This design comes from an exercise in tuning for small area on the open sky130 flow, not from production work.
In this exercise RTL edits were held to simulation tests only and were not proved equivalent to the original.
Power figures rest on the tool's default switching activity, not on a simulated workload. The clock port is modelled as an ideal driver; clocking choices that lean on that would not hold on a real chip.

### config.mk
export PLATFORM = sky130hd
export DESIGN_NAME = decodeExecute
export DESIGN_NICKNAME = decodeExecute
export VERILOG_FILES = /design/flow/design.v
export SDC_FILE = /design/flow/constraint.sdc
export NUM_CORES = 4
export LEC_CHECK = 0
export CAP_MARGIN = 10
export CORE_MARGIN = 2
export CORE_UTILIZATION = 50
export CTS_BUF_LIST = sky130_fd_sc_hd__clkbuf_16
export CTS_CLUSTER_DIAMETER = 100
export CTS_CLUSTER_SIZE = 30
export PLACE_DENSITY = 0.55
export SETUP_SLACK_MARGIN = 0.2
export SLEW_MARGIN = 10
export SYNTH_HIERARCHICAL = 1
export SYNTH_MINIMUM_KEEP_SIZE = 0
### constraint.sdc
create_clock -name core_clock -period 7.5 [get_ports {CLK}]
set_input_delay 1.5000 -clock core_clock [delete_from_list [all_inputs] [get_ports {CLK}]]
set_output_delay 1.5000 -clock core_clock [all_outputs]
set_load 0.01 [all_outputs]
### design.v
`timescale 1ns/1ps
`default_nettype none
package cpuTypesPkg;
  typedef logic [32-1:0] wordT;
  typedef enum logic [5:0] {
    OP_RTYPE = 6'h00,
    OP_J     = 6'h02,
    OP_BEQ   = 6'h04,
    OP_BNE   = 6'h05,
    OP_ADDI  = 6'h08,
    OP_ORI   = 6'h0D,
    OP_LUI   = 6'h0F
  } opcodeT;
  typedef enum logic [5:0] {
    FN_ADD = 6'h20,
    FN_SUB = 6'h22,
    FN_AND = 6'h24,
    FN_OR  = 6'h25,
    FN_SLT = 6'h2A
  } functT;
  typedef enum logic [2:0] {
    ALU_ADD   = 3'd0,    
    ALU_SUB   = 3'd1,
    ALU_AND   = 3'd2,
    ALU_OR    = 3'd3,
    ALU_SLT   = 3'd4,
    ALU_PASSB = 3'd5     
  } aluOpT;
  typedef struct packed {
    logic  valid;
    logic  regWrite;
    logic  aluSrc;    
    logic  branch;
    logic  bne;
    logic  jmp;
    aluOpT aluOp;
  } idExCtrlT;
endpackage
`default_nettype wire
module rfReadBit (
  input  logic [31:0] sel,
  input  logic [31:0] d,
  output logic [10:0] y
);
  for (genvar k = 0; k < 10; k++)
  begin : gAoi
    rfAoi3 u (.s(sel[3*k +: 3]), .d(d[3*k +: 3]), .y(y[k]));
  end
  rfAoi2 u2 (.s(sel[31:30]), .d(d[31:30]), .y(y[10]));
endmodule
module rfReadBit33 (
  input  logic [32:0] sel,
  input  logic [32:0] d,
  output logic [10:0] y
);
  for (genvar k = 0; k < 11; k++)
  begin : gAoi
    rfAoi3 u (.s(sel[3*k +: 3]), .d(d[3*k +: 3]), .y(y[k]));
  end
endmodule
module rfRowDrv (
  input  logic a,
  input  logic b,
  output logic y
);
  assign y = a & b;
endmodule
module rfAoi3 (
  input  logic [2:0] s,
  input  logic [2:0] d,
  output logic       y
);
  assign y = !((s[0] & d[0]) | (s[1] & d[1]) | (s[2] & d[2]));
endmodule
module rfAoi2 (
  input  logic [1:0] s,
  input  logic [1:0] d,
  output logic       y
);
  assign y = !((s[0] & d[0]) | (s[1] & d[1]));
endmodule
`timescale 1ns/1ps
`default_nettype none
module decodeExecute (
  input  logic        CLK,
  input  logic        nRST,
  input  logic        instrValid,
  input  logic [31:0] instr,
  input  logic [31:0] pc,
  output logic        instrReady,
  output logic        resValid,
  output logic [31:0] resData,
  output logic [4:0]  resDest,
  output logic [31:0] resPc,
  input  logic        resReady,
  output logic        redirectValid,
  output logic [31:0] redirectPc
);
  logic [31:1][31:0] regs;
  logic [31:1]       regValid;
  logic        exValid;
  logic [31:0] exA;         
  logic [31:0] exB;         
  logic [31:0] exPc;
  logic [4:0]  exDest;      
  logic        exTaken;     
  logic        exCin;       
  logic        exSelSum;    
  logic        exSelAnd;
  logic        exSelOr;
  logic        exSelSlt;
  logic enable;
  logic wbEn;
  logic [31:0] aluOut;
  logic [31:0] sum;
  assign enable        = !exValid || resReady;
  assign wbEn          = exValid && resReady;
  assign resValid      = exValid;
  assign redirectValid = exValid && exTaken;
  assign instrReady    = enable && !redirectValid;
  assign resPc         = exPc;
  assign resDest       = exDest;
  assign resData       = aluOut;
  assign redirectPc    = sum;    
  logic [5:0]  opcode;
  logic [5:0]  funct;
  logic [15:0] imm16;
  logic [4:0]  rsAddr;
  logic [4:0]  rtAddr;
  logic isR, isAdd, isSub, isAnd, isOr, isSlt;
  logic isAddi, isOri, isLui, isBeq, isBne, isJ, isBr, isBJ;
  logic aZero;   
  logic supported;
  logic immB;    
  assign opcode = instr[31:26];
  assign funct  = instr[5:0];
  assign imm16  = instr[15:0];
  assign rsAddr = instr[25:21];
  assign rtAddr = instr[20:16];
  assign isR    = opcode == 6'h00;
  assign isAdd  = isR && funct == 6'h20;
  assign isSub  = isR && funct == 6'h22;
  assign isAnd  = isR && funct == 6'h24;
  assign isOr   = isR && funct == 6'h25;
  assign isSlt  = isR && funct == 6'h2A;
  assign isAddi = opcode == 6'h08;
  assign isOri  = opcode == 6'h0D;
  assign isLui  = opcode == 6'h0F;
  assign isBeq  = opcode == 6'h04;
  assign isBne  = opcode == 6'h05;
  assign isJ    = opcode == 6'h02;
  assign isBr   = isBeq | isBne;
  assign isBJ   = isBr | isJ;
  assign aZero  = isLui | isJ;
  assign immB   = isAddi | isOri | isLui;
  assign supported = isAdd | isSub | isAnd | isOr | isSlt | isAddi | isOri | isLui | isBJ;
  logic [31:1] readOk;
  logic [1:0][32:0] sel1;    
  logic [1:0][32:0] sel2;
  logic [31:0][10:0] y1;
  logic [31:0][10:0] y2;
  logic [31:0] rdat1;
  logic [31:0] rdat2;
  logic [31:1] exDestDec;
  logic [1:0][31:1] wrEn;
  logic        byp1Hit;
  logic        byp2Hit;
  assign byp1Hit = (exDest == rsAddr) && (rsAddr != 5'd0) && !aZero;
  assign byp2Hit = (exDest == rtAddr) && (rtAddr != 5'd0) && !immB;
  always_comb
  begin
    for (int i = 1; i < 32; i++)
    begin
      exDestDec[i] = exDest == i[4:0];
      readOk[i]    = regValid[i] && !(exValid && exDestDec[i]);
    end
  end
  for (genvar h = 0; h < 2; h++)
  begin : gHalf
    rfRowDrv uByp1 (.a(exValid), .b(byp1Hit), .y(sel1[h][0]));
    rfRowDrv uByp2 (.a(exValid), .b(byp2Hit), .y(sel2[h][0]));
    rfRowDrv uImm (.a(immB), .b(immB), .y(sel2[h][32]));
    assign sel1[h][32] = 1'b0;
    for (genvar i = 1; i < 32; i++)
    begin : gRow
      rfRowDrv uSel1 (.a(readOk[i]), .b(rsAddr == i && !aZero), .y(sel1[h][i]));
      rfRowDrv uSel2 (.a(readOk[i]), .b(rtAddr == i && !immB), .y(sel2[h][i]));
      rfRowDrv uWe (.a(wbEn), .b(exDestDec[i]), .y(wrEn[h][i]));
    end
  end
  for (genvar b = 0; b < 32; b++)
  begin : gRead
    logic [32:0] d;
    assign d[0]  = aluOut[b];
    assign d[32] = (b < 16) ? (imm16[b % 16] & !isLui) :
                              ((imm16[b % 16] & isLui) | (imm16[15] & isAddi));
    for (genvar i = 1; i < 32; i++)
    begin : gCol
      assign d[i] = regs[i][b];
    end
    rfReadBit u1 (.sel(sel1[b / 16][31:0]), .d(d[31:0]), .y(y1[b]));
    rfReadBit33 u2 (.sel(sel2[b / 16]), .d(d), .y(y2[b]));
    assign rdat1[b] = !(&y1[b]);
    assign rdat2[b] = !(&y2[b]);
  end
  for (genvar i = 1; i < 32; i++)
  begin : gWrite
    always_ff @(posedge CLK)
    begin
      if (wrEn[0][i])
        regs[i][15:0] <= aluOut[15:0];
      if (wrEn[1][i])
        regs[i][31:16] <= aluOut[31:16];
    end
  end
  always_ff @(posedge CLK or negedge nRST)
  begin
    if (!nRST)
      regValid <= '0;
    else
      for (int i = 1; i < 32; i++)
        if (wrEn[0][i])
          regValid[i] <= 1'b1;
  end
  logic        eq;
  logic        taken;
  logic [3:0]  pcHi4;
  logic [31:0] target;
  logic [4:0]  dest;
  assign eq    = rdat1 == rdat2;
  assign taken = isJ | (isBeq & eq) | (isBne & !eq);
  assign pcHi4  = pc[31:28] + {3'd0, &pc[27:2]};
  assign target = isJ ? {pcHi4, instr[25:0], 2'b00} : {{14{imm16[15]}}, imm16, 2'b11};
  assign dest   = isR ? instr[15:11] : immB ? rtAddr : 5'd0;
  always_ff @(posedge CLK or negedge nRST)
  begin
    if (!nRST)
      exValid <= 1'b0;
    else if (enable)
      exValid <= instrValid && !redirectValid && supported;
  end
  always_ff @(posedge CLK)
  begin
    if (enable)
    begin
      exA      <= isBr ? pc : rdat1;
      exB      <= isBJ ? target : (isSub | isSlt) ? ~rdat2 : rdat2;
      exPc     <= pc;
      exDest   <= dest;
      exTaken  <= taken;
      exCin    <= isSub | isSlt | isBr;
      exSelSum <= isAdd | isSub | isAddi | isLui;
      exSelAnd <= isAnd;
      exSelOr  <= isOr | isOri;
      exSelSlt <= isSlt;
    end
  end
  logic [31:0] p;
  logic [31:0] g;
  logic [31:0] carry;
  logic        lt;
  assign p    = exA ^ exB;
  assign g    = exA & exB;
  always_comb
  begin
    logic [31:0] pp;
    logic [31:0] gg;
    pp    = p;
    gg    = g;
    gg[0] = g[0] | (p[0] & exCin);
    for (int l = 0; l < 5; l++)
      for (int j = 0; j < 32; j++)
        if (j % (2 << l) == (2 << l) - 1)
        begin
          gg[j] = gg[j] | (pp[j] & gg[j - (1 << l)]);
          pp[j] = pp[j] & pp[j - (1 << l)];
        end
    for (int l = 3; l >= 0; l--)
      for (int j = 0; j < 32; j++)
        if (j % (2 << l) == (1 << l) - 1 && j >= (2 << l))
        begin
          gg[j] = gg[j] | (pp[j] & gg[j - (1 << l)]);
          pp[j] = pp[j] & pp[j - (1 << l)];
        end
    carry = gg;
  end
  assign sum = p ^ {carry[30:0], exCin};
  assign lt  = (exA[31] == exB[31]) ? exA[31] : sum[31];
  assign aluOut = ({32{exSelSum}} & sum) | ({32{exSelAnd}} & g) | ({32{exSelOr}} & (p | g)) |
                  {31'd0, exSelSlt & lt};
endmodule
`default_nettype wire
### run.sh
#!/bin/bash
# synth_recipe.tcl (not shown) runs the flow's synth.tcl, then flattens the netlist and writes it again
# the make line also repeats each setting of config.mk as NAME=value (left out here)
make -C /OpenROAD-flow-scripts/flow DESIGN_CONFIG=/design/flow/config.mk WORK_HOME=/design/flow/orfs CLKGATE_MAP_FILE= SYNTH_SCRIPT=/design/flow/synth_recipe.tcl finish
==> results of run 1 <==
per-module statistics from Yosys, one instance, submodules excluded, a selection:
module,flops+latches,copies in the design,cells inside
decodeExecute,1131,1,2349
rfAoi2,0,32,1
rfAoi3,0,672,1
rfRowDrv,0,192,1
cells by family after synthesis:
group	Yosys count
AO/OA/AOI/OAI	900
XOR/XNOR	89
adder cells (fa/ha/maj)	83
buffers and inverters	181
flip-flops	1131
AND/OR/NAND/NOR	861
registers in the layout (all words and copies together), names as in the netlist:
signal / cells
regValid: 31
exA: 32
exSelAnd: 1
exPc: 32
regs: 992
exB: 32
exSelSum: 1
exCin: 1
exSelSlt: 1
exValid: 1
exSelOr: 1
exDest: 5
exTaken: 1
power by group:
| part | internal, uW | switching [uW] | total (uW) |
|---|---|---|---|
| clock network | 1200 | 1960 | 3160 |
| registers | 6920 | 31.1 | 6950 |
| logic | 215 | 376 | 591 |
| total | 8340 | 2370 | 10700 |
worst paths after layout:
| kind | cells past startpoint | slack [ns] | end | start |
|---|---|---|---|---|
| hold reg to reg | 1 | 0.48 | regValid[19]$_DFFE_PN0P_ | regValid[19]$_DFFE_PN0P_ |
| setup reg to reg | 26 | 0.20 | exTaken$_DFFE_PN_ | exA[0]$_DFFE_PN_ |
| hold / removal | 1 | 0.48 | regValid[19]$_DFFE_PN0P_ | regValid[19]$_DFFE_PN0P_ |
| setup / recovery | 26 | 0.20 | exTaken$_DFFE_PN_ | exA[0]$_DFFE_PN_ |
| max in group asynchronous | 1 | 6.00 | exValid$_DFFE_PN0N_ | nRST |
| min in group asynchronous | 1 | 0.90 | regValid[29]$_DFFE_PN0P_ | nRST |
synthesized netlist by cell type (32+ instances only):
master	n	area [um^2]
edfxtp_1	1099	33000
nor3_1	80	400
ha_1	66	826
buf_4	33	248
a222oi_1	672	6730
or2_2	33	206
nor2_1	155	582
nand3_1	75	375
dfrtp_1	32	801
nand2_1	99	372
clkbuf_1	49	184
inv_1	94	353
nand4_1	143	895
and2_1	211	1320
xnor2_1	42	368
xor2_1	47	412
a22oi_2	32	400
a21oi_1	46	230
final cells by class:
| cell class | count | area (um^2) |
|---|---|---|
| fill | 7791 | 42500 |
| sequential | 1131 | 33800 |
| multi-input combinational | 1933 | 15300 |
| timing repair buffer | 393 | 3410 |
| tap | 1287 | 1610 |
| clock buffer | 48 | 1200 |
| inverter | 94 | 353 |
| clock inverter | 36 | 186 |
| antenna | 3 | 7.51 |
what timing repair did:
action / 4_1_cts / 5_1_grt
gates resized for setup: 2 / 6
setup buffers: 0 / 1
pin swaps: 0 / 1
setup endpoints to repair: 1 / 4
hold buffers: 0 / 0
layer usage:
layer / share of wire, % / vias up
li1: - / 15000
met1: 38 / 18900
met2: 42 / 3460
met3: 17 / 457
met4: 3.6 / 14
met5: 0.13 / -
through the flow:
| step | cells | area (um^2) | setup TNS (ns) | power [uW] |
|---|---|---|---|---|
| floorplan | 3245 | 49600 | 0 | 7330 |
| global placement | 4836 | 54400 | -0.331 | 7660 |
| detailed placement | 4836 | 54400 | -0.355 | 7670 |
| CTS | 4920 | 55800 | 0 | 10700 |
| global route | 4923 | 55900 | 0 | 11000 |
| finish | 4925 | 55900 | 0 | 10700 |
==> qor.yml, run 1 <==
wl_per_cell_um: 40.1
clk_path_buf_depth: 3
firstDrtPassIters: 17
irDropWorstVdd_uv: 216
grt_usage_pct: 37.8
finalSetupViolations: 0
p_leak_uw: 0.0181
yosysSeqAreaShare_pct: 68.1
fp.coreArea_mm2: 0.0984
rows: 115
max_freq_mhz: 137
yosysUniqueCellTypes: 55
io_buffer_count: 171
die-width_um: 319
cts-buffers-inserted: 45
syn_area_mm2: 0.0496
worstMarginPinSlew_ns: 1.30
fin_ws_ns: 0.196
grt.overflow.total: 0
synthCells: 3245
cts_sinks: 1131
grt_pass1_wl_um: 271000
slew_headroom_pct: 13.1
critical-path-slowest-cell: "nor4_1"
io_pins: 172
htreeDepth: 2
status: "no timing/DRC/antenna violations"
rsz0062_at_grt: "yes"
ys_warn_count: 7
worstPathMaxFanout: 14
ant_nets: 0
path_buf_inv: 4
grt_pass1_vias: 35600
layout.nets: 3749
die_area_mm2: 0.102
synthMuxAreaShare_pct: 0
final_cell_mix: "edfxtp_1 (1,099), a222oi_1 (672), buf_4 (217)"
vias_per_cell: 7.69
grt_use_met2_pct: 55.3
end_kind: "flip-flop"
pre_cts_slack_ns: -0.355
drive_gt1_share_pct: 10.3
syn_nets: 3396
timing_worst_setup_path_type: "flip-flop to flip-flop"
whs_ns: 0.480
cts_root_buf: "clkbuf_16"
syn_avg_cell_area_um2: 15.3
grt-busiest-layer: "met2"
start_util_pct: 50.4
dr.first_iter.drc_count: 10400
use_met3_pct: 14.7
fin_skew_ns: 0.0306
critPathMaxStageDelay_ns: 0.75
grt_antenna_before_repair: 10
post-dp-hpwl_um: 143000
maxCapViolCount: 0
start_kind: "flip-flop"
drcViolationCount: 0
synth_top_family_by_area: "compound AO/OA/AOI/OAI gates"
arrival_ns: 7.69
synth_edf_count: 1099
post-route-min-period_ns: 7.30
clkTransAtPathRegs_ns: 0.11
insertion_delay_ns: 0.70
die_height_um: 319
final_hold_viol_count: 0
synth-compound-area-share_pct: 17.0
power_density_mw_per_mm2: 192
place.gp.congestion: 1.05
syn2layout_area_growth_pct: 12.7
wl_um: 197000
async_reset_ff_share_pct: 2.83
ys.flop_type: "edfxtp_1"
final_util_pct: 56.8
use_met1_pct: 52.7
critPathTopFamily: "simple AND/OR/NAND/NOR gates"
layout.cells.most_common: "edfxtp_1"
synth_xor_area_share_pct: 1.57
worst_ep_required_time_ns: 7.89
finalCritPeriodShare_pct: 97.4
tritoncts: "done"
synth_fa_ha_area_share_pct: 2.35
ys_ff_latch: 1131
synthSimpleGateAreaFrac_pct: 9.27
maxSlewViolCount: 0
hold_path_class: "flip-flop to flip-flop"
vias: 37900
grt_max_degree: 83
==> run 2: changes to the inputs <==
==> flow/run.sh (new file) <==
#!/bin/bash
# The standard layout with two changes: plain buffers on the ports (still one per port, where the
# standard flow places them) instead of the delay cell the resizer picks by default, and clock
# tree synthesis without dummy loads. Everything else, synthesis included, is standard.sh.
set -euo pipefail
cts="-sink_clustering_enable -repair_clock_nets -sink_clustering_size 30"
cts="$cts -sink_clustering_max_diameter 100 -buf_list sky130_fd_sc_hd__clkbuf_16 -dont_use_dummy_load"
bash standard.sh 'BUFFER_PORTS_ARGS=-buffer_cell sky130_fd_sc_hd__buf_1' "CTS_ARGS=$cts" finish \
  > standard_flow.log 2>&1
==> standard.sh (new file) <==
#!/bin/bash
# synth_recipe.tcl (not shown) runs the flow's synth.tcl, then flattens the netlist and writes it again
# the make line also repeats each setting of config.mk as NAME=value (left out here)
make -C /OpenROAD-flow-scripts/flow DESIGN_CONFIG=/design/flow/config.mk WORK_HOME=/design/flow/orfs CLKGATE_MAP_FILE= SYNTH_SCRIPT=/design/flow/synth_recipe.tcl "${@:-finish}"
removed: run.sh
==> qor.yml, run 2 <==
yosysSeqAreaShare_pct: 68.1
wl_per_cell_um: 41.9
grt_max_degree: 63
drcViolationCount: 0
insertion_delay_ns: 0.71
worstPathMaxFanout: 4
swShare_pct: 22.2
synth_top_area_share_pct: 66.5
synthTopCellsByCount: "edfxtp_1 (1,099), a222oi_1 (672), and2_1 (211)"
cts_sinks: 1131
die_height_um: 319
hold_path_class: "flip-flop to flip-flop"
power_switching_uw: 2330
critical-path-slowest-cell: "nor3_1"
timing.rr.start: "exA[0]$_DFFE_PN_"
worst_ep_required_time_ns: 7.88
io_pins: 172
power_frac_clock_pct: 28.8
irDropWorstVdd_uv: 244
min_path_cells: 1
worstMarginPinSlew_ns: 1.36
grt_antenna_before_repair: 9
syn2layout_area_growth_pct: 9.79
n_fill_cell: 7937
ctsHoldBuffers: 0
die-width_um: 319
arrival_ns: 7.48
syn_nets: 3396
htreeDepth: 2
grt_pass1_wl_um: 278000
ys_ff_latch: 1131
critPathMaxStageDelay_ns: 0.90
timing_worst_setup_path_type: "flip-flop to flip-flop"
async_reset_ff_share_pct: 2.83
synth_most_common_cell: "edfxtp_1"
clk_path_buf_depth: 3
place.gp.congestion: 1.01
path_buf_inv: 2
instances_no_fill: 4874
tritoncts: "done"
status: "no timing/DRC/antenna violations"
largest_register_ffs: 992
cts_root_buf: "clkbuf_16"
vias: 38200
cp-startpoint: "exA[0]$_DFFE_PN_"
finalCritPeriodShare_pct: 94.7
clkTransAtPathRegs_ns: 0.12
crit_top_cell: "fa_1"
post-dp-hpwl_um: 146000
whs_ns: 0.472
post-route-min-period_ns: 7.10
rsz0062_at_grt: "no"
die_area_mm2: 0.102
wl_um: 204000
layout.cells.most_common: "edfxtp_1"
io_buffer_count: 171
p_int_uw: 8170
seqPwrFrac_pct: 66.3
critPathTopFamily: "simple AND/OR/NAND/NOR gates"
start_util_pct: 50.4
place_inst: 4819
final_util_pct: 55.3
syn_avg_cell_area_um2: 15.3
slew_headroom_pct: 9.49
power_density_mw_per_mm2: 193
grt_usage_pct: 39.0
maxCapViolCount: 0
grt.overflow.total: 0
fp.coreArea_mm2: 0.0984
finalSetupViolations: 0
cts-buffers-inserted: 46
min_to: "regValid[20]$_DFFE_PN0P_"
final_cell_mix: "edfxtp_1 (1,099), a222oi_1 (672), and2_1 (211)"
maxSlewViolCount: 0
regToRegEndpoint: "exTaken$_DFFE_PN_"
synth.area.top_cells: "edfxtp_1 (67%), a222oi_1 (14%), and2_1 (2.7%)"
ys_warn_count: 7
synth_largest_area_cell: "edfxtp_1"
end_kind: "flip-flop"
ys.flop_type: "edfxtp_1"
vias_per_cell: 7.84
syn_area_mm2: 0.0496
p_comb_share_pct: 4.9
p_leak_uw: 0.0174
dr.first_iter.drc_count: 11100
max_freq_mhz: 141
start_kind: "flip-flop"
rows: 115
final_hold_viol_count: 0
crit_path_cell_trace: "fa_1, inv_1, fa_1, nand2b_1, a21oi_1, buf_4, nor2_1, o21a_1, o21a_1, o21bai_1, a21oi_1, fa_1, xnor2_1, nand2_1, o211ai_1, a222oi_1, nand4_1, nor3_1, xor2_1, nor4_1, nand4_1, nor2_2, xnor2_1, o21ai_0"
r2r_setup_slack_ns: 0.40
drive_gt1_share_pct: 9.80
synthCells: 3245
grt_pass1_vias: 35800
layout.nets: 3735
synth_edf_count: 1099
firstDrtPassIters: 13
top_register: "regs"
fin_skew_ns: 0.0554
ant_nets: 0
min-delay-start: "regValid[20]$_DFFE_PN0P_"
r2r_cells: 24
yosysUniqueCellTypes: 55
## run 2: worst max-delay path by stage
| stage | to | depth (start not counted) |
|---|---|---|
| floorplan | instrReady | 2 |
| global placement | exTaken$_DFFE_PN_ | 24 |
| detailed placement | exTaken$_DFFE_PN_ | 24 |
| CTS | exTaken$_DFFE_PN_ | 26 |
| global route | exTaken$_DFFE_PN_ | 25 |
| finish | exTaken$_DFFE_PN_ | 24 |
## run 2: stage by stage
step                      power (uW)  setup TNS, ns  setup slack (ns)  instance area (um^2)
after floorplan                 7330              0              1.48                 49600
after CTS                      10500              0             0.228                 54400
final                          10500              0             0.401                 54500
after global placement          7580        -0.0871           -0.0871                 53200
after detailed placement        7590         -0.181            -0.181                 53200
after global routing           10700              0             0.269                 54500
## run 2: power groups by stage
stage | logic [uW] | registers (uW) | clock network (uW)
5_1_grt | 541 | 6960 | 3240
6_report | 516 | 6950 | 3020
2_1_floorplan | 233 | 7090 | 0
4_1_cts | 498 | 6950 | 3020
3_3_place_gp | 489 | 7090 | 0
3_5_place_dp | 496 | 7100 | 0
## run 2: logic make-up (layout without fill, tap and decap cells)
family | after synthesis | after routing | share of synthesized area, %
xor+xnor | 89 | 89 | 1.57
fa+ha+maj | 83 | 83 | 2.35
flops | 1131 | 1131 | 68.1
simple gates | 861 | 861 | 9.27
buf+inv | 181 | 518 | 1.64
other cells | 0 | 5 | 0
compound gates | 900 | 900 | 17.0
## run 2: modules after synthesis, one instance, submodules excluded, excerpt
module / times used / flip-flops and latches / cells / area (um^2)
decodeExecute: 1 / 1131 / 2349 / 41300
rfRowDrv: 192 / 0 / 1 / 6.26
rfAoi3: 672 / 0 / 1 / 10.0
rfAoi2: 32 / 0 / 1 / 12.5
## run 2: what timing repair did
item                       4_1_cts  5_1_grt
setup endpoints to repair        1        1
pin swaps                        0        1
resized for setup                3        6
setup buffers                    0        1
## run 2: final cells by class
type | count | area, um^2 | share of cell area (%)
flip-flops and latches | 1131 | 33800 | 62.1
multi-input cells | 1933 | 15300 | 28.2
repair buffers | 378 | 2200 | 4.03
well taps | 1287 | 1610 | 2.96
clock buffers | 46 | 1150 | 2.11
inverters | 94 | 353 | 0.648
diodes | 5 | 12.5 | 0.0230
## run 2: per-layer routing
metal / wire (um) / GRT usage, % / share of wire, % / up-vias
li1: - / - / - / 15000
met1: 77500 / 55.3 / 38 / 19200
met2: 84300 / 55.5 / 41 / 3575
met3: 35100 / 15.4 / 17 / 408
met4: 7380 / 11.5 / 3.6 / 10
met5: 85 / 0 / 0.042 / -
==> run 3: changes to the inputs <==
--- a/design.v
+++ b/design.v
@@ -47,16 +47,6 @@
     rfAoi3 u (.s(sel[3*k +: 3]), .d(d[3*k +: 3]), .y(y[k]));
   end
   rfAoi2 u2 (.s(sel[31:30]), .d(d[31:30]), .y(y[10]));
-endmodule
-module rfReadBit33 (
-  input  logic [32:0] sel,
-  input  logic [32:0] d,
-  output logic [10:0] y
-);
-  for (genvar k = 0; k < 11; k++)
-  begin : gAoi
-    rfAoi3 u (.s(sel[3*k +: 3]), .d(d[3*k +: 3]), .y(y[k]));
-  end
 endmodule
 module rfRowDrv (
   input  logic a,
@@ -155,8 +145,8 @@
   assign immB   = isAddi | isOri | isLui;
   assign supported = isAdd | isSub | isAnd | isOr | isSlt | isAddi | isOri | isLui | isBJ;
   logic [31:1] readOk;
-  logic [1:0][32:0] sel1;    
-  logic [1:0][32:0] sel2;
+  logic [1:0][31:0] sel1;    
+  logic [1:0][31:0] sel2;
   logic [31:0][10:0] y1;
   logic [31:0][10:0] y2;
   logic [31:0] rdat1;
@@ -165,8 +155,8 @@
   logic [1:0][31:1] wrEn;
   logic        byp1Hit;
   logic        byp2Hit;
-  assign byp1Hit = (exDest == rsAddr) && (rsAddr != 5'd0) && !aZero;
-  assign byp2Hit = (exDest == rtAddr) && (rtAddr != 5'd0) && !immB;
+  assign byp1Hit = (exDest == rsAddr) && (rsAddr != 5'd0);
+  assign byp2Hit = (exDest == rtAddr) && (rtAddr != 5'd0);
   always_comb
   begin
     for (int i = 1; i < 32; i++)
@@ -179,27 +169,23 @@
   begin : gHalf
     rfRowDrv uByp1 (.a(exValid), .b(byp1Hit), .y(sel1[h][0]));
     rfRowDrv uByp2 (.a(exValid), .b(byp2Hit), .y(sel2[h][0]));
-    rfRowDrv uImm (.a(immB), .b(immB), .y(sel2[h][32]));
-    assign sel1[h][32] = 1'b0;
     for (genvar i = 1; i < 32; i++)
     begin : gRow
-      rfRowDrv uSel1 (.a(readOk[i]), .b(rsAddr == i && !aZero), .y(sel1[h][i]));
-      rfRowDrv uSel2 (.a(readOk[i]), .b(rtAddr == i && !immB), .y(sel2[h][i]));
+      rfRowDrv uSel1 (.a(readOk[i]), .b(rsAddr == i), .y(sel1[h][i]));
+      rfRowDrv uSel2 (.a(readOk[i]), .b(rtAddr == i), .y(sel2[h][i]));
       rfRowDrv uWe (.a(wbEn), .b(exDestDec[i]), .y(wrEn[h][i]));
     end
   end
   for (genvar b = 0; b < 32; b++)
   begin : gRead
-    logic [32:0] d;
+    logic [31:0] d;
     assign d[0]  = aluOut[b];
-    assign d[32] = (b < 16) ? (imm16[b % 16] & !isLui) :
-                              ((imm16[b % 16] & isLui) | (imm16[15] & isAddi));
     for (genvar i = 1; i < 32; i++)
     begin : gCol
       assign d[i] = regs[i][b];
     end
-    rfReadBit u1 (.sel(sel1[b / 16][31:0]), .d(d[31:0]), .y(y1[b]));
-    rfReadBit33 u2 (.sel(sel2[b / 16]), .d(d), .y(y2[b]));
+    rfReadBit u1 (.sel(sel1[b / 16]), .d(d), .y(y1[b]));
+    rfReadBit u2 (.sel(sel2[b / 16]), .d(d), .y(y2[b]));
     assign rdat1[b] = !(&y1[b]);
     assign rdat2[b] = !(&y2[b]);
   end
@@ -227,11 +213,13 @@
   logic [3:0]  pcHi4;
   logic [31:0] target;
   logic [4:0]  dest;
+  logic [31:0] immExt;
   assign eq    = rdat1 == rdat2;
   assign taken = isJ | (isBeq & eq) | (isBne & !eq);
   assign pcHi4  = pc[31:28] + {3'd0, &pc[27:2]};
   assign target = isJ ? {pcHi4, instr[25:0], 2'b00} : {{14{imm16[15]}}, imm16, 2'b11};
   assign dest   = isR ? instr[15:11] : immB ? rtAddr : 5'd0;
+  assign immExt = isLui ? {imm16, 16'h0000} : {{16{imm16[15] & isAddi}}, imm16};
   always_ff @(posedge CLK or negedge nRST)
   begin
     if (!nRST)
@@ -243,8 +231,8 @@
   begin
     if (enable)
     begin
-      exA      <= isBr ? pc : rdat1;
-      exB      <= isBJ ? target : (isSub | isSlt) ? ~rdat2 : rdat2;
+      exA      <= isBr ? pc : aZero ? 32'd0 : rdat1;
+      exB      <= isBJ ? target : immB ? immExt : (isSub | isSlt) ? ~rdat2 : rdat2;
       exPc     <= pc;
       exDest   <= dest;
       exTaken  <= taken;
--- a/config.mk
+++ b/config.mk
@@ -12,7 +12,7 @@
 export CTS_CLUSTER_DIAMETER = 100
 export CTS_CLUSTER_SIZE = 30
 export PLACE_DENSITY = 0.55
-export SETUP_SLACK_MARGIN = 0.2
+export SETUP_SLACK_MARGIN = 0.25
 export SLEW_MARGIN = 10
 export SYNTH_HIERARCHICAL = 1
 export SYNTH_MINIMUM_KEEP_SIZE = 0
==> qor.yml, run 3 <==
ys_warn_count: 7
ys.flop_type: "edfxtp_1"
grt_pass1_vias: 36500
finalCritPeriodShare_pct: 93.6
grt_max_degree: 76
cts_sinks: 1131
maxSlewViolCount: 0
power_density_mw_per_mm2: 194
die_area_mm2: 0.102
n_fill_cell: 7938
synthCells: 3227
regArea_mm2: 0.0338
seqPwrFrac_pct: 66.1
drive_gt1_share_pct: 11.2
p_leak_uw: 0.0177
die-width_um: 320
place_inst: 4782
p_int_uw: 8200
yosysUniqueCellTypes: 63
synth_largest_area_cell: "edfxtp_1"
synth-compound-area-share_pct: 17.6
synth_top_area_share_pct: 66.1
wl_per_cell_um: 43.8
end_kind: "flip-flop"
post-route-min-period_ns: 7.02
ys_ff_latch: 1131
vias: 38200
fin_skew_ns: 0.0791
place_area_mm2: 0.0534
final_cell_mix: "edfxtp_1 (1,099), a222oi_1 (640), and2_1 (191)"
synthSimpleGateAreaFrac_pct: 8.94
grt_usage_pct: 40.5
grt.overflow.total: 0
insertion_delay_ns: 0.72
synthMuxAreaShare_pct: 0
irDropWorstVdd_uv: 223
cts-buffers-inserted: 45
rows: 115
dr.first_iter.drc_count: 10700
timing_worst_setup_path_type: "flip-flop to flip-flop"
total_power_uw: 10600
largest_register_ffs: 992
tritoncts: "done"
worstMarginPinSlew_ns: 1.40
slew_headroom_pct: 6.19
power_switching_uw: 2370
ant_nets: 0
cts_root_buf: "clkbuf_16"
grt_antenna_before_repair: 12
io_pins: 172
syn2layout_area_growth_pct: 9.27
die_height_um: 320
layout.nets: 3695
start_kind: "flip-flop"
worstPathMaxFanout: 4
instances_no_fill: 4833
firstDrtPassIters: 15
finalSetupViolations: 0
fp.coreArea_mm2: 0.0987
power_frac_clock_pct: 28.2
ctsHoldBuffers: 0
post-dp-hpwl_um: 146000
fin_ws_ns: 0.478
drcViolationCount: 0
vias_per_cell: 7.91
async_reset_ff_share_pct: 2.83
htreeDepth: 2
max_freq_mhz: 142
grt_pass1_wl_um: 288000
swShare_pct: 22.4
postLayoutCellArea_mm2: 0.0545
synth.area.top_cells: "edfxtp_1 (66%), a222oi_1 (13%), and2_1 (2.5%)"
synth_xor_area_share_pct: 1.71
synth_edf_count: 1099
final_hold_viol_count: 0
io_buffer_count: 171
maxCapViolCount: 0
synth_fa_ha_area_share_pct: 2.34
syn_avg_cell_area_um2: 15.5
rsz0062_at_grt: "no"
layout.cells.most_common: "edfxtp_1"
finalSetupTns_ns: 0
worst_ep_required_time_ns: 7.94
start_util_pct: 50.6
clkTransAtPathRegs_ns: 0.12
hold_path_class: "flip-flop to flip-flop"
arrival_ns: 7.46
wl_um: 212000
synthTopCellsByCount: "edfxtp_1 (1,099), a222oi_1 (640), and2_1 (196)"
place.gp.congestion: 1.02
syn_area_mm2: 0.0499
p_comb_share_pct: 5.8
top_register: "regs"
clk_path_buf_depth: 3
synth_most_common_cell: "edfxtp_1"
pre_cts_slack_ns: 0.438
yosysSeqAreaShare_pct: 67.7
syn_nets: 3378
status: "no timing/DRC/antenna violations"
multi_input_area_mm2: 0.0156
synth_top_family_by_area: "compound AO/OA/AOI/OAI gates"
==> run 3: cell types whose count changed in the layout (fill, tap and decap cells not counted), sizes merged, moves of 16 or more <==
cell    delta
a22oi     +32
a222oi    -32
buf       -18
a21oi     -30
xnor2     +28
o21ai     +20
a221oi    +30
xor2      -27
nand2     +16
==> run 3: metal layers <==
layer / track usage (%) / wire, um
met5: 0 / 99
met4: 23.4 / 15500
met3: 12.5 / 30600
met2: 62.0 / 93300
met1: 51.2 / 72300
==> run 3: cell type report <==
type,count,share of cell area [%]
clock buffers,45,2.06
inverters,92,0.638
repair buffers,360,3.80
well taps,1287,2.95
flip-flops and latches,1131,62.0
diodes,4,0.0184
multi-input cells,1914,28.5
==> run 3: cells by family (layout without fill, tap and decap cells) <==
kind of cell / Yosys count / after routing
compound gates: 907 / 907
xor+xnor: 90 / 90
fa+ha+maj: 83 / 83
buf+inv: 182 / 497
flops: 1131 / 1131
other cells: 0 / 4
simple gates: 834 / 834
==> run 3: path summary, 6_finish.rpt <==
| kind | slack [ns] | endpoint | from | cells past startpoint |
|---|---|---|---|---|
| max in group asynchronous | 5.78 | regValid[28]$_DFFE_PN0P_ | nRST | 1 |
| min in group asynchronous | 0.97 | regValid[9]$_DFFE_PN0P_ | nRST | 1 |
| worst min-delay path | 0.47 | regValid[4]$_DFFE_PN0P_ | regValid[4]$_DFFE_PN0P_ | 1 |
| worst max-delay path | 0.48 | exTaken$_DFFE_PN_ | exA[0]$_DFFE_PN_ | 25 |
| worst min register to register | 0.47 | regValid[4]$_DFFE_PN0P_ | regValid[4]$_DFFE_PN0P_ | 1 |
| worst max register to register | 0.48 | exTaken$_DFFE_PN_ | exA[0]$_DFFE_PN_ | 25 |
==> run 3: critical path: stages, from the launching register on <==
cell       delay [ns]
edfxtp_1         0.46
fa_1             0.45
inv_1            0.08
fa_1             0.21
nand2b_1         0.15
a21oi_1          0.12
o211ai_1         0.46
o2111ai_1        0.26
a31oi_2          0.32
nor2b_1          0.08
o21a_1           0.21
o41ai_2          0.38
fa_1             0.33
xnor2_1          0.11
nand2_1          0.08
o211ai_1         0.14
buf_12           0.20
a222oi_1         0.32
nand4_1          0.14
nor3_1           1.10
xnor2_1          0.23
nand4_1          0.14
nor4_1           0.31
nand2_1          0.14
xnor2_1          0.16
a21o_1           0.20
==> run 3: per-stage QoR <==
| step | hold slack (ns) | util [%] |
|---|---|---|
| 2_1_floorplan | 0.432 | - |
| 3_3_place_gp | 0.445 | 54.0 |
| 3_5_place_dp | 0.449 | 54.1 |
| 4_1_cts | 0.475 | 55.2 |
| 5_1_grt | 0.494 | 55.2 |
| 6_report | 0.475 | 55.2 |
==> run 3: what timing repair did <==
item	4_1_cts	5_1_grt
endpoints found under the setup margin	0	3
setup buffers	0	1
gates resized for setup	0	2
==> run 3: power groups by stage <==
stage,clock network [uW],registers [uW],logic [uW]
after detailed placement,0,7130,594
after global routing,3190,6990,638
after global placement,0,7120,587
after CTS,2990,6980,595
after floorplan,0,7120,294
final,2980,6980,610
==> run 3: modules after synthesis, one instance, submodules excluded, excerpt <==
module,area (um^2),times used,flops+latches
decodeExecute,41500,1,1131
rfAoi2,12.5,64,0
rfAoi3,10.0,640,0
rfRowDrv,6.26,190,0
==> run 4: changes to the inputs <==
--- a/config.mk
+++ b/config.mk
@@ -11,8 +11,9 @@
 export CTS_BUF_LIST = sky130_fd_sc_hd__clkbuf_16
 export CTS_CLUSTER_DIAMETER = 100
 export CTS_CLUSTER_SIZE = 30
+export GPL_TIMING_DRIVEN = 0
 export PLACE_DENSITY = 0.55
-export SETUP_SLACK_MARGIN = 0.25
+export SETUP_SLACK_MARGIN = 0.3
 export SLEW_MARGIN = 10
 export SYNTH_HIERARCHICAL = 1
 export SYNTH_MINIMUM_KEEP_SIZE = 0
==> qor.yml, run 4 <==
vias_per_cell: 7.55
finalCritPeriodShare_pct: 97.0
critPathTopFamily: "simple AND/OR/NAND/NOR gates"
final_cell_mix: "edfxtp_1 (1,099), a222oi_1 (640), and2_1 (190)"
syn_nets: 3378
seqPwrFrac_pct: 65.7
fp.coreArea_mm2: 0.0987
start_util_pct: 50.6
hold_path_class: "flip-flop to flip-flop"
critPathMaxStageDelay_ns: 0.75
grt_usage_pct: 35.2
firstDrtPassIters: 13
dr.first_iter.drc_count: 8415
p_int_uw: 8260
yosysSeqAreaShare_pct: 67.7
ys_warn_count: 7
synth_largest_area_cell: "edfxtp_1"
end_kind: "flip-flop"
vias: 36200
p_comb_share_pct: 5.8
grt_pass1_wl_um: 256000
fin_skew_ns: 0.0838
syn_avg_cell_area_um2: 15.5
synth_top_area_share_pct: 66.1
layout.nets: 3657
maxSlewViolCount: 0
rows: 115
cts_root_buf: "clkbuf_16"
maxCapViolCount: 0
cts-buffers-inserted: 47
arrival_ns: 7.68
power_switching_uw: 2350
critical-path-slowest-cell: "nor3_1"
min_path_cells: 1
wl_um: 186000
io_pins: 172
wl_per_cell_um: 38.7
min-delay-start: "regValid[17]$_DFFE_PN0P_"
timing_worst_setup_path_type: "flip-flop to flip-flop"
largest_register_ffs: 992
synthTopCellsByCount: "edfxtp_1 (1,099), a222oi_1 (640), and2_1 (196)"
ys_ff_latch: 1131
syn_area_mm2: 0.0499
crit_path_cell_trace: "fa_1, inv_1, fa_1, nand2b_1, a21oi_1, o21ai_0, and2_1, nor2b_1, a41oi_1, fa_1, xnor2_1, nand2_1, o211ai_1, buf_4, buf_4, a222oi_1, nand4_1, nor3_1, xnor2_1, nand4_1, nor4_1, nand2_1, xnor2_1, a21o_1"
drcViolationCount: 0
regToRegEndpoint: "exTaken$_DFFE_PN_"
swShare_pct: 22.1
clk_path_buf_depth: 3
synth_most_common_cell: "edfxtp_1"
p_leak_uw: 0.0175
start_kind: "flip-flop"
synth.area.top_cells: "edfxtp_1 (66%), a222oi_1 (13%), and2_1 (2.5%)"
power_density_mw_per_mm2: 195
worst_ep_required_time_ns: 7.90
grt_antenna_before_repair: 2
final_hold_viol_count: 0
grt_max_degree: 93
synthCells: 3227
insertion_delay_ns: 0.71
place.gp.congestion: 0.916
die_area_mm2: 0.102
ys.flop_type: "edfxtp_1"
tritoncts: "done"
rsz0062_at_grt: "yes"
worstPathMaxFanout: 16
io_buffer_count: 167
power_frac_clock_pct: 28.4
postLayoutCellArea_mm2: 0.0545
htreeDepth: 2
r2r_setup_slack_ns: 0.23
ant_nets: 0
async_reset_ff_share_pct: 2.83
post-route-min-period_ns: 7.27
irDropWorstVdd_uv: 185
path_buf_inv: 3
die_height_um: 320
layout.cells.most_common: "edfxtp_1"
max_freq_mhz: 137
cts_sinks: 1131
slew_headroom_pct: 13.2
worstMarginPinSlew_ns: 1.30
finalSetupViolations: 0
r2r_cells: 24
yosysUniqueCellTypes: 63
die-width_um: 320
grt.overflow.total: 0
timing.rr.start: "exB[0]$_DFFE_PN_"
grt_pass1_vias: 34800
top_register: "regs"
post-dp-hpwl_um: 126000
synth_edf_count: 1099
finalSetupTns_ns: 0
min_to: "regValid[17]$_DFFE_PN0P_"
clkTransAtPathRegs_ns: 0.09
place_area_mm2: 0.0532
drive_gt1_share_pct: 9.22
syn2layout_area_growth_pct: 9.12
status: "no timing/DRC/antenna violations"
==> run 4: stage by stage <==
stage / setup slack, ns / hold slack [ns] / std cells / power (uW) / utilization [%]
after CTS: 0.331 / 0.471 / 4788 / 10600 / 55.1
after global routing: 0.125 / 0.478 / 4792 / 10900 / 55.2
after floorplan: 1.89 / 0.432 / 3227 / 7410 / -
after detailed placement: 0.175 / 0.450 / 4741 / 7720 / 53.9
after global placement: -1.09 / 0.444 / 4681 / 7670 / 52.8
final: 0.226 / 0.468 / 4794 / 10600 / 55.2
==> run 4: cells by family (layout without fill, tap and decap cells) <==
family          Yosys count  count (layout)  share of synthesized area [%]
fa+ha+maj                83              83                           2.34
simple gates            834             834                           8.94
compound gates          907             907                           17.6
buf+inv                 182             459                           1.72
other cells               0               3                              0
flops                  1131            1131                           67.7
xor+xnor                 90              90                           1.71
==> run 4: how the worst max path moves through the flow <==
| stage | startpoint | end | slack [ns] | cells after the start |
|---|---|---|---|---|
| 6_report | exB[0]$_DFFE_PN_ | exTaken$_DFFE_PN_ | 0.23 | 24 |
| 5_1_grt | exA[0]$_DFFE_PN_ | exTaken$_DFFE_PN_ | 0.12 | 26 |
| 4_1_cts | exA[0]$_DFFE_PN_ | exTaken$_DFFE_PN_ | 0.33 | 27 |
| 3_5_place_dp | exA[0]$_DFFE_PN_ | exTaken$_DFFE_PN_ | 0.18 | 27 |
| 3_3_place_gp | exA[0]$_DFFE_PN_ | exTaken$_DFFE_PN_ | -1.09 | 22 |
| 2_1_floorplan | exA[0]$_DFFE_PN_ | resData[30] | 1.89 | 14 |
==> run 4: repair_timing <==
item | 4_1_cts | 5_1_grt
hold buffers | 0 | 0
pin swaps | 0 | 3
gates resized for setup | 5 | 10
setup buffers | 0 | 3
endpoints found under the setup margin | 2 | 3
==> run 4: area by class of cell <==
cell class | instances | area, um^2
antenna | 3 | 7.51
sequential | 1131 | 33800
fill | 8057 | 44300
tap | 1287 | 1610
multi-input combinational | 1914 | 15600
inverter | 92 | 350
buffer | 90 | 515
timing repair buffer | 230 | 1390
clock buffer | 47 | 1180
==> run 4: routing by layer <==
layer	part of all wire (%)	vias to the layer above	track usage, %	wire [um]
li1	-	14800	-	-
met1	37	18500	46.8	67800
met2	46	2593	55.7	86200
met3	11	376	6.31	20400
met4	6.0	0	18.4	11100
met5	0	-	0	0
==> run 4: power by group through the flow <==
stage	logic [uW]	registers, uW	clock network (uW)
after global placement	540	7130	0
after detailed placement	607	7120	0
final	620	6970	3010
after floorplan	294	7120	0
after global routing	654	6980	3230
after CTS	608	6970	3040
==> run 4: modules after synthesis, one instance, submodules excluded, a selection <==
module | times used | flops+latches | cells inside
rfAoi3 | 640 | 0 | 1
rfRowDrv | 190 | 0 | 1
rfAoi2 | 64 | 0 | 1
decodeExecute | 1 | 1131 | 2333
==> run 4: worst reg2reg max path: cells and delay by family (launching register included) <==
family	cells	cell delay [ns]
AND/OR/NAND/NOR	9	2.49
AO/OA/AOI/OAI	6	1.79
adder cells (fa/ha/maj)	3	1.07
buffers and inverters	3	0.66
XOR/XNOR	3	0.56
flip-flops	1	0.43
==> run 5: changes to the inputs <==
--- a/config.mk
+++ b/config.mk
@@ -6,14 +6,14 @@
 export NUM_CORES = 4
 export LEC_CHECK = 0
 export CAP_MARGIN = 10
+export CELL_PAD_IN_SITES_DETAIL_PLACEMENT = 1
 export CORE_MARGIN = 2
-export CORE_UTILIZATION = 50
+export CORE_UTILIZATION = 56
 export CTS_BUF_LIST = sky130_fd_sc_hd__clkbuf_16
 export CTS_CLUSTER_DIAMETER = 100
 export CTS_CLUSTER_SIZE = 30
-export GPL_TIMING_DRIVEN = 0
-export PLACE_DENSITY = 0.55
-export SETUP_SLACK_MARGIN = 0.3
+export PLACE_DENSITY = 0.62
+export SETUP_SLACK_MARGIN = 0.25
 export SLEW_MARGIN = 10
 export SYNTH_HIERARCHICAL = 1
 export SYNTH_MINIMUM_KEEP_SIZE = 0
==> qor.yml, run 5 <==
rows: 109
io_pins: 172
whs_ns: 0.485
hold_path_class: "flip-flop to flip-flop"
critPathTopFamily: "simple AND/OR/NAND/NOR gates"
crit_path_cell_trace: "fa_1, inv_1, fa_1, nand2b_1, a21oi_1, o21ai_0, and2_1, nor2b_1, a41oi_1, fa_1, xnor2_1, nand2_1, o211ai_1, a222oi_1, nand4_1, nor3_1, xnor2_1, nand4_1, nor4_1, nand2_1, xnor2_1, a21o_1"
r2r_cells: 22
timing.rr.start: "exB[0]$_DFFE_PN_"
ys_warn_count: 7
cts_resized: 0
critical_path_depth: 22
finalCritPeriodShare_pct: 90.9
synthTopCellsByCount: "edfxtp_1 (1,099), a222oi_1 (640), and2_1 (196)"
start_kind: "flip-flop"
cts-buffers-inserted: 45
die_height_um: 303
insertion_delay_ns: 0.67
dr.first_iter.drc_count: 10900
timing_worst_setup_path_type: "flip-flop to flip-flop"
ys.flop_type: "edfxtp_1"
worst_ep_required_time_ns: 7.91
ctsHoldBuffers: 0
r2r_setup_slack_ns: 0.68
post-dp-hpwl_um: 146000
syn_area_mm2: 0.0499
grt_pass1_wl_um: 293000
ant_nets: 0
die_area_mm2: 0.0915
syn_avg_cell_area_um2: 15.5
postLayoutCellArea_mm2: 0.0544
power_density_mw_per_mm2: 194
vias_per_cell: 8.32
max_freq_mhz: 147
final_util_pct: 61.5
synth_edf_count: 1099
grt_pass1_vias: 38200
post_cts_buffers: 0
cts_sinks: 1131
finalSetupTns_ns: 0
post-route-min-period_ns: 6.82
critical-path-slowest-cell: "nor3_1"
syn2layout_area_growth_pct: 8.99
finalSetupViolations: 0
grt.overflow.total: 0
htreeDepth: 2
async_reset_ff_share_pct: 2.83
grt_antenna_before_repair: 9
grt_max_degree: 63
path_buf_inv: 1
io_buffer_count: 171
end_kind: "flip-flop"
worstPathMaxFanout: 6
synth_largest_area_cell: "edfxtp_1"
layout.cells.most_common: "edfxtp_1"
synthCells: 3227
wl_um: 213000
regToRegEndpoint: "exTaken$_DFFE_PN_"
maxCapViolCount: 0
top_register: "regs"
yosysSeqAreaShare_pct: 67.7
p_leak_uw: 0.0177
layout.nets: 3696
synth_most_common_cell: "edfxtp_1"
clk_path_buf_depth: 3
place_area_mm2: 0.0532
yosysUniqueCellTypes: 63
drcViolationCount: 0
drive_gt1_share_pct: 11.1
cp-startpoint: "exB[0]$_DFFE_PN_"
n_fill_cell: 8166
arrival_ns: 7.23
maxSlewViolCount: 0
grt_usage_pct: 45.8
die-width_um: 303
tritoncts: "done"
worstMarginPinSlew_ns: 1.39
rsz0062_at_grt: "no"
fp.coreArea_mm2: 0.0884
slew_headroom_pct: 6.73
synth.area.top_cells: "edfxtp_1 (66%), a222oi_1 (13%), and2_1 (2.5%)"
wl_per_cell_um: 45.2
start_util_pct: 56.5
place.gp.congestion: 1.03
endpoint: "exTaken$_DFFE_PN_"
final_cell_mix: "edfxtp_1 (1,099), a222oi_1 (640), and2_1 (189), buf_4 (189), buf_1 (170)"
clkTransAtPathRegs_ns: 0.12
largest_register_ffs: 992
vias: 39200
firstDrtPassIters: 15
final_hold_viol_count: 0
fin_skew_ns: 0.0753
status: "no timing/DRC/antenna violations"
critPathMaxStageDelay_ns: 1.10
cts_root_buf: "clkbuf_16"
syn_nets: 3378
synth_top_area_share_pct: 66.1
ys_ff_latch: 1131
irDropWorstVdd_uv: 213
## run 5: cell counts after synthesis
No cell type changed its count.
## run 5: where the power goes
| group | internal [uW] | switching (uW) | leakage [uW] | total [uW] |
|---|---|---|---|---|
| registers | 6940 | 38.2 | 0.0108 | 6980 |
| clock network | 1090 | 1870 | 0.000555 | 2960 |
| logic | 172 | 447 | 0.00637 | 620 |
## run 5: metrics by stage
stage / setup slack (ns) / power (uW) / cells
floorplan: 1.89 / 7410 / 3227
global placement: 1.06 / 7700 / 4662
detailed placement: 1.06 / 7720 / 4662
CTS: 0.841 / 10500 / 4707
global route: 0.555 / 10700 / 4708
finish: 0.683 / 10600 / 4713
## run 5: Yosys stat by module (local to each module, per instance), excerpt
module	flip-flops and latches	cell area (um^2)	copies in the design
decodeExecute	1131	41500	1
rfAoi2	0	12.5	64
rfAoi3	0	10.0	640
rfRowDrv	0	6.26	190
## run 5: worst reg2reg max path: stages (launching register included)
cell and delay (ns):
edfxtp_1 0.42, fa_1 0.19, inv_1 0.06, fa_1 0.41
nand2b_1 0.19, a21oi_1 0.26, o21ai_0 0.18, and2_1 0.21
nor2b_1 0.32, a41oi_1 0.22, fa_1 0.43, xnor2_1 0.17
nand2_1 0.09, o211ai_1 0.45, a222oi_1 0.51, nand4_1 0.16
nor3_1 1.10, xnor2_1 0.28, nand4_1 0.17, nor4_1 0.28
nand2_1 0.14, xnor2_1 0.15, a21o_1 0.20
## run 5: cell families after synthesis
family                   synth area share [%]
AO/OA/AOI/OAI                            17.6
adder cells (fa/ha/maj)                  2.34
buffers and inverters                    1.72
flip-flops                               67.7
AND/OR/NAND/NOR                          8.94
XOR/XNOR                                 1.71
## run 5: per-layer routing
| layer | vias to the layer above | GRT usage, % | part of all wire [%] |
|---|---|---|---|
| met4 | 14 | 32.3 | 9.3 |
| met1 | 19500 | 58.2 | 32 |
| met2 | 3934 | 68.2 | 43 |
| li1 | 14900 | - | - |
| met5 | - | 0 | 0.11 |
| met3 | 930 | 13.0 | 15 |
## run 5: worst min-delay path by stage
stage / slack [ns] / from / endpoint / cells after the start
after floorplan: 0.43 / regValid[10]$_DFFE_PN0P_ / regValid[10]$_DFFE_PN0P_ / 1
after global placement: 0.44 / regValid[1]$_DFFE_PN0P_ / regValid[1]$_DFFE_PN0P_ / 1
after detailed placement: 0.45 / regValid[24]$_DFFE_PN0P_ / regValid[24]$_DFFE_PN0P_ / 1
after CTS: 0.48 / regValid[24]$_DFFE_PN0P_ / regValid[24]$_DFFE_PN0P_ / 1
after global routing: 0.50 / regValid[30]$_DFFE_PN0P_ / regValid[30]$_DFFE_PN0P_ / 1
final: 0.48 / regValid[1]$_DFFE_PN0P_ / regValid[1]$_DFFE_PN0P_ / 1
## run 5: area by class of cell
class                   count  area, um^2  area share (%)
flip-flops and latches   1131       33800            62.1
multi-input cells        1914       15600            28.6
repair buffers            361        2090            3.84
well taps                1165        1460            2.68
clock buffers              45        1130            2.07
inverters                  92         348           0.640
diodes                      5        12.5          0.0230
==> run 6: changes to the inputs <==
--- a/design.v
+++ b/design.v
@@ -38,15 +38,14 @@
 endpackage
 `default_nettype wire
 module rfReadBit (
-  input  logic [31:0] sel,
-  input  logic [31:0] d,
-  output logic [10:0] y
+  input  logic [29:0] sel,
+  input  logic [29:0] d,
+  output logic [9:0]  y
 );
   for (genvar k = 0; k < 10; k++)
   begin : gAoi
     rfAoi3 u (.s(sel[3*k +: 3]), .d(d[3*k +: 3]), .y(y[k]));
   end
-  rfAoi2 u2 (.s(sel[31:30]), .d(d[31:30]), .y(y[10]));
 endmodule
 module rfRowDrv (
   input  logic a,
@@ -61,13 +60,6 @@
   output logic       y
 );
   assign y = !((s[0] & d[0]) | (s[1] & d[1]) | (s[2] & d[2]));
-endmodule
-module rfAoi2 (
-  input  logic [1:0] s,
-  input  logic [1:0] d,
-  output logic       y
-);
-  assign y = !((s[0] & d[0]) | (s[1] & d[1]));
 endmodule
 `timescale 1ns/1ps
 `default_nettype none
@@ -147,8 +139,8 @@
   logic [31:1] readOk;
   logic [1:0][31:0] sel1;    
   logic [1:0][31:0] sel2;
-  logic [31:0][10:0] y1;
-  logic [31:0][10:0] y2;
+  logic [31:0][9:0] y1;
+  logic [31:0][9:0] y2;
   logic [31:0] rdat1;
   logic [31:0] rdat2;
   logic [31:1] exDestDec;
@@ -184,10 +176,10 @@
     begin : gCol
       assign d[i] = regs[i][b];
     end
-    rfReadBit u1 (.sel(sel1[b / 16]), .d(d), .y(y1[b]));
-    rfReadBit u2 (.sel(sel2[b / 16]), .d(d), .y(y2[b]));
-    assign rdat1[b] = !(&y1[b]);
-    assign rdat2[b] = !(&y2[b]);
+    rfReadBit u1 (.sel(sel1[b / 16][29:0]), .d(d[29:0]), .y(y1[b]));
+    rfReadBit u2 (.sel(sel2[b / 16][29:0]), .d(d[29:0]), .y(y2[b]));
+    assign rdat1[b] = !(&y1[b]) | (sel1[b / 16][30] & d[30]) | (sel1[b / 16][31] & d[31]);
+    assign rdat2[b] = !(&y2[b]) | (sel2[b / 16][30] & d[30]) | (sel2[b / 16][31] & d[31]);
   end
   for (genvar i = 1; i < 32; i++)
   begin : gWrite
==> config.mk (replaced) <==
export PLATFORM = sky130hd
export DESIGN_NAME = decodeExecute
export DESIGN_NICKNAME = decodeExecute
export VERILOG_FILES = /design/flow/design.v
export SDC_FILE = /design/flow/constraint.sdc
export NUM_CORES = 4
export LEC_CHECK = 0
export CAP_MARGIN = 10
export CORE_MARGIN = 2
export CORE_UTILIZATION = 50
export CTS_BUF_LIST = sky130_fd_sc_hd__clkbuf_16
export CTS_CLUSTER_DIAMETER = 100
export CTS_CLUSTER_SIZE = 30
export GPL_TIMING_DRIVEN = 0
export PLACE_DENSITY = 0.55
export SETUP_SLACK_MARGIN = 0.3
export SLEW_MARGIN = 10
export SYNTH_HIERARCHICAL = 1
export SYNTH_MINIMUM_KEEP_SIZE = 0
==> qor.yml, run 6 <==
io_pins: 172
slew_headroom_pct: 8.07
ctsHoldBuffers: 0
grt_pass1_wl_um: 259000
irDropWorstVdd_uv: 219
synthTopCellsByCount: "edfxtp_1 (1,099), a222oi_1 (640), nand2_1 (209)"
finalCritPeriodShare_pct: 93.9
syn_avg_cell_area_um2: 15.1
syn_nets: 3451
finalSetupViolations: 0
htreeDepth: 2
maxSlewViolCount: 0
die_height_um: 319
die-width_um: 319
syn_area_mm2: 0.0497
rows: 115
post-dp-hpwl_um: 128000
maxCapViolCount: 0
grt_antenna_before_repair: 3
grt_pass1_vias: 35500
final_cell_mix: "edfxtp_1 (1,099), a222oi_1 (640), nand2_1 (209)"
total_power_uw: 10500
vias_per_cell: 7.62
firstDrtPassIters: 12
seqPwrFrac_pct: 66.2
async_reset_ff_share_pct: 2.83
whs_ns: 0.468
worstMarginPinSlew_ns: 1.38
worstPathMaxFanout: 14
cts-buffers-inserted: 47
power_density_mw_per_mm2: 194
swShare_pct: 21.7
wl_um: 188000
synthCells: 3300
final_hold_viol_count: 0
final_util_pct: 55.2
insertedDiodeCount: 0
end_kind: "flip-flop"
ys_warn_count: 7
grt.overflow.total: 0
synth_largest_area_cell: "edfxtp_1"
max_freq_mhz: 142
die_area_mm2: 0.102
ant_nets: 0
p_int_uw: 8230
start_kind: "flip-flop"
top_register: "regs"
layout.nets: 3734
fin_skew_ns: 0.0781
place.gp.congestion: 0.962
p_leak_uw: 0.0179
power_frac_clock_pct: 28.5
synth_most_common_cell: "edfxtp_1"
power_switching_uw: 2280
synth_top_area_share_pct: 66.4
ys_ff_latch: 1131
start_util_pct: 50.5
cts_root_buf: "clkbuf_16"
place_inst: 4820
grt_max_degree: 65
post-route-min-period_ns: 7.04
cts_sinks: 1131
wl_per_cell_um: 38.7
io_buffer_count: 167
drive_gt1_share_pct: 6.84
fp.coreArea_mm2: 0.0984
tritoncts: "done"
arrival_ns: 7.49
ys.flop_type: "edfxtp_1"
vias: 37100
fin_ws_ns: 0.460
synth.area.top_cells: "edfxtp_1 (66%), a222oi_1 (13%), and2_1 (2.4%)"
dr.first_iter.drc_count: 8481
yosysUniqueCellTypes: 53
worst_ep_required_time_ns: 7.95
layout.cells.most_common: "edfxtp_1"
yosysSeqAreaShare_pct: 68.0
grt_usage_pct: 35.7
hold_path_class: "flip-flop to flip-flop"
clk_path_buf_depth: 3
instances_no_fill: 4868
clkTransAtPathRegs_ns: 0.11
pre_cts_slack_ns: 0.201
synth_edf_count: 1099
largest_register_ffs: 992
p_comb_share_pct: 5.2
syn2layout_area_growth_pct: 9.21
drcViolationCount: 0
rsz0062_at_grt: "no"
insertion_delay_ns: 0.70
timing_worst_setup_path_type: "flip-flop to flip-flop"
status: "no timing/DRC/antenna violations"
[run 6: cell types whose count changed after synthesis, moves of 21 or more]
cell	delta
nand3_1	-64
xnor2_1	-21
or4_1	+26
nand2_1	+93
nor4_1	+33
nor3_1	-39
nand4_1	+32
a22o_1	+39
a22oi_2	-64
o31ai_1	+25
[run 6: kinds of logic after synthesis]
logic type / count (synthesis) / synth area share, %
compound gates: 915 / 17.0
xor+xnor: 60 / 1.06
fa+ha+maj: 83 / 2.34
buf+inv: 198 / 1.77
flops: 1131 / 68.0
simple gates: 913 / 9.88
[run 6: final cells by class]
class,instances,area [um^2]
clock buffers,47,1180
well taps,1287,1610
repair buffers,234,1380
flip-flops and latches,1131,33800
multi-input cells,1971,15500
inverters,93,349
plain buffers,105,536
fillers,8088,44100
[run 6: final timing paths]
kind	start	to	slack, ns	cells past startpoint
max	exA[0]$_DFFE_PN_	exTaken$_DFFE_PN_	0.46	26
min	regValid[20]$_DFFE_PN0P_	regValid[20]$_DFFE_PN0P_	0.47	1
max reg2reg	exA[0]$_DFFE_PN_	exTaken$_DFFE_PN_	0.46	26
min reg2reg	regValid[20]$_DFFE_PN0P_	regValid[20]$_DFFE_PN0P_	0.47	1
max in group asynchronous	nRST	regValid[26]$_DFFE_PN0P_	6.30	2
min in group asynchronous	nRST	regValid[12]$_DFFE_PN0P_	0.71	1
[run 6: routing by layer]
layer | vias to the layer above | global-route usage, % | part of all wire (%)
li1 | 15100 | - | -
met1 | 18700 | 46.5 | 36
met2 | 2840 | 55.8 | 46
met3 | 476 | 6.74 | 12
met4 | 6 | 21.9 | 7.1
met5 | - | 0 | 0.021
[run 6: power by group through the flow]
stage	Clock (uW)	Combinational, uW	Sequential [uW]
3_3_place_gp	0	475	7120
5_1_grt	3240	583	6970
4_1_cts	3030	542	6960
3_5_place_dp	0	540	7110
2_1_floorplan	0	258	7110
6_report	3000	552	6960
[run 6: per-module statistics from Yosys, one instance, submodules excluded, excerpt]
module         flops+latches  cells inside  cell area (um^2)
rfRowDrv                   0             1              6.26
decodeExecute           1131          2470             42100
rfAoi3                     0             1              10.0
[run 6: critical path: stages, from the launching register on]
cell and delay (ns):
edfxtp_1 0.48, fa_1 0.23, inv_1 0.06, fa_1 0.41, nor2b_1 0.19, o31ai_1 0.11
a21oi_1 0.35, a31oi_2 0.21, a21o_2 0.35, o21a_1 0.25, o21a_1 0.24, o21a_1 0.27
fa_1 0.44, xnor2_1 0.18, nand2_1 0.08, o211ai_1 0.10, buf_4 0.23, buf_4 0.19
a222oi_1 0.31, nand2_1 0.16, nor4_4 0.58, or4_1 0.20, nand4_1 0.18, nor4_2 0.46
nand4_1 0.24, xor2_1 0.22, o21bai_2 0.07
[run 6: metrics by stage]
stage | TNS, ns | area [um^2]
4_1_cts | 0 | 54300
2_1_floorplan | 0 | 49700
3_5_place_dp | 0 | 53100
3_3_place_gp | -3.93 | 52000
6_report | 0 | 54300
5_1_grt | 0 | 54300
[run 6: what timing repair did]
action | CTS | global route
resized for setup | 4 | 5
pin swaps | 0 | 1
endpoints found under the setup margin | 2 | 2
setup buffers | 0 | 0
==> run 7: changes to the inputs <==
--- a/design.v
+++ b/design.v
@@ -181,14 +181,24 @@
     assign rdat1[b] = !(&y1[b]) | (sel1[b / 16][30] & d[30]) | (sel1[b / 16][31] & d[31]);
     assign rdat2[b] = !(&y2[b]) | (sel2[b / 16][30] & d[30]) | (sel2[b / 16][31] & d[31]);
   end
+  logic [1:0]        wbEnRows;
+  logic [1:0][31:0]  wrData;
+  for (genvar r = 0; r < 2; r++)
+  begin : gWrData
+    rfRowDrv uEn (.a(exValid), .b(resReady), .y(wbEnRows[r]));
+    for (genvar b = 0; b < 32; b++)
+    begin : gBit
+      rfRowDrv uData (.a(aluOut[b]), .b(wbEnRows[r]), .y(wrData[r][b]));
+    end
+  end
   for (genvar i = 1; i < 32; i++)
   begin : gWrite
     always_ff @(posedge CLK)
     begin
       if (wrEn[0][i])
-        regs[i][15:0] <= aluOut[15:0];
+        regs[i][15:0] <= wrData[i / 16][15:0];
       if (wrEn[1][i])
-        regs[i][31:16] <= aluOut[31:16];
+        regs[i][31:16] <= wrData[i / 16][31:16];
     end
   end
   always_ff @(posedge CLK or negedge nRST)
==> qor.yml, run 7 <==
slew_headroom_pct: 11.1
maxCapViolCount: 0
maxSlewViolCount: 0
start_util_pct: 50.3
drcViolationCount: 0
ant_nets: 0
p_leak_uw: 0.0162
place.gp.congestion: 0.997
finalCritPeriodShare_pct: 95.2
largest_register_ffs: 992
synth_largest_area_cell: "edfxtp_1"
tritoncts: "done"
irDropWorstVdd_uv: 161
wl_per_cell_um: 39.7
arrival_ns: 7.56
hold_path_class: "flip-flop to flip-flop"
final_hold_viol_count: 0
htreeDepth: 2
wl_um: 194000
layout.nets: 3739
synth_edf_count: 1099
finalSetupViolations: 0
worstPathMaxFanout: 16
cts-buffers-inserted: 47
syn_nets: 3517
syn_area_mm2: 0.0501
clkTransAtPathRegs_ns: 0.12
end_kind: "flip-flop"
ctsHoldBuffers: 0
die-width_um: 321
io_buffer_count: 167
cts_sinks: 1131
synth.area.top_cells: "edfxtp_1 (66%), a222oi_1 (13%), and2_1 (3.2%)"
start_kind: "flip-flop"
syn_avg_cell_area_um2: 14.9
async_reset_ff_share_pct: 2.83
fp.coreArea_mm2: 0.0997
synthCells: 3366
regArea_mm2: 0.0338
n_fill_cell: 8204
final_util_pct: 54.0
multi_input_area_mm2: 0.0156
cts_root_buf: "clkbuf_16"
status: "no timing/DRC/antenna violations"
post-route-min-period_ns: 7.14
ys_warn_count: 7
ys_ff_latch: 1131
drive_gt1_share_pct: 4.46
power_density_mw_per_mm2: 193
[run 7: metrics by stage]
stage / instance area [um^2] / hold slack (ns) / worst slack (ns) / power, uW
6_report: 53800 / 0.476 / 0.361 / 10400
5_1_grt: 53800 / 0.491 / 0.304 / 10600
4_1_cts: 53700 / 0.474 / 0.157 / 10400
3_5_place_dp: 52500 / 0.447 / -0.190 / 7490
3_3_place_gp: 52400 / 0.446 / -0.242 / 7480
2_1_floorplan: 50100 / 0.432 / 1.46 / 7280
[run 7: Yosys stat by module, one instance, submodules excluded, excerpt]
module	flip-flops and latches	copies in the design	cell area (um^2)
rfRowDrv	0	256	6.26
decodeExecute	1131	1	42100
rfAoi3	0	640	10.0
[run 7: metal layers]
layer	vias up	global-route usage (%)	part of all wire (%)	wire (um)
li1	15200	-	-	-
met1	18900	49.6	36	70100
met2	3033	56.7	45	87600
met3	427	5.19	12	23100
met4	4	20.7	6.7	13000
met5	-	0	0.013	25
[run 7: cell type report]
class,instances,share of cell area (%)
buffer,105,0.991
sequential,1131,62.8
multi-input combinational,2037,29.0
inverter,93,0.649
tap,1298,3.02
timing repair buffer,173,1.33
clock buffer,47,2.19
[run 7: where the power goes]
| part | switching (uW) | leakage, uW | internal [uW] | total (uW) |
|---|---|---|---|---|
| Sequential | 28.7 | 0.00932 | 6880 | 6910 |
| Combinational | 321 | 0.00630 | 132 | 453 |
| Clock | 1880 | 0.000579 | 1130 | 3000 |
[run 7: worst max-delay path: stages, from the launching register on]
cell and delay, ns:
dfrtp_1 0.67, clkbuf_1 0.52, inv_1 0.17, nor4_1 1.00, a21boi_0 0.47, and2_1 0.60
a222oi_1 0.51, nand4_1 0.30, nor4_1 0.94, or4_1 0.25, nand4_1 0.39, nor4_2 0.52
nand4_1 0.24, xor2_1 0.22, o21bai_2 0.07
[run 7: final timing paths]
kind                       slack (ns)  depth (start not counted)                    start                        to
setup / recovery                 0.36                         14      exValid$_DFFE_PN0N_         exTaken$_DFFE_PN_
hold / removal                   0.48                          1  regValid[5]$_DFFE_PN0P_   regValid[5]$_DFFE_PN0P_
setup reg to reg                 0.36                         14      exValid$_DFFE_PN0N_         exTaken$_DFFE_PN_
hold reg to reg                  0.48                          1  regValid[5]$_DFFE_PN0P_   regValid[5]$_DFFE_PN0P_
max in group asynchronous        6.49                          2                     nRST   regValid[3]$_DFFE_PN0P_
min in group asynchronous        0.72                          2                     nRST  regValid[21]$_DFFE_PN0P_
[run 7: cells by family (layout without fill, tap and decap cells)]
| logic type | after synthesis | count (layout) | synth area share, % |
|---|---|---|---|
| buffers and inverters | 198 | 418 | 1.76 |
| and+or+nand+nor | 979 | 979 | 10.6 |
| adders and majority gates | 83 | 83 | 2.33 |
| AOI/OAI and AO/OA | 915 | 915 | 16.8 |
| DFF | 1131 | 1131 | 67.4 |
| xor gates and xnor gates | 60 | 60 | 1.05 |
[run 7: timing repair]
item                       in CTS  in global routing
gates resized for setup         5                  9
setup buffers                   0                  2
setup endpoints to repair       2                  5
cloned                          0                  0
pin swaps                       0                  3

Check on run 7: ideal ports give 0.361 ns setup slack; a clkbuf_16 on the clock port and buf_2 on the inputs give 0.361 ns; moving port delays by the midpoint clock arrival (0.747 ns) as well gives 0.153 ns.
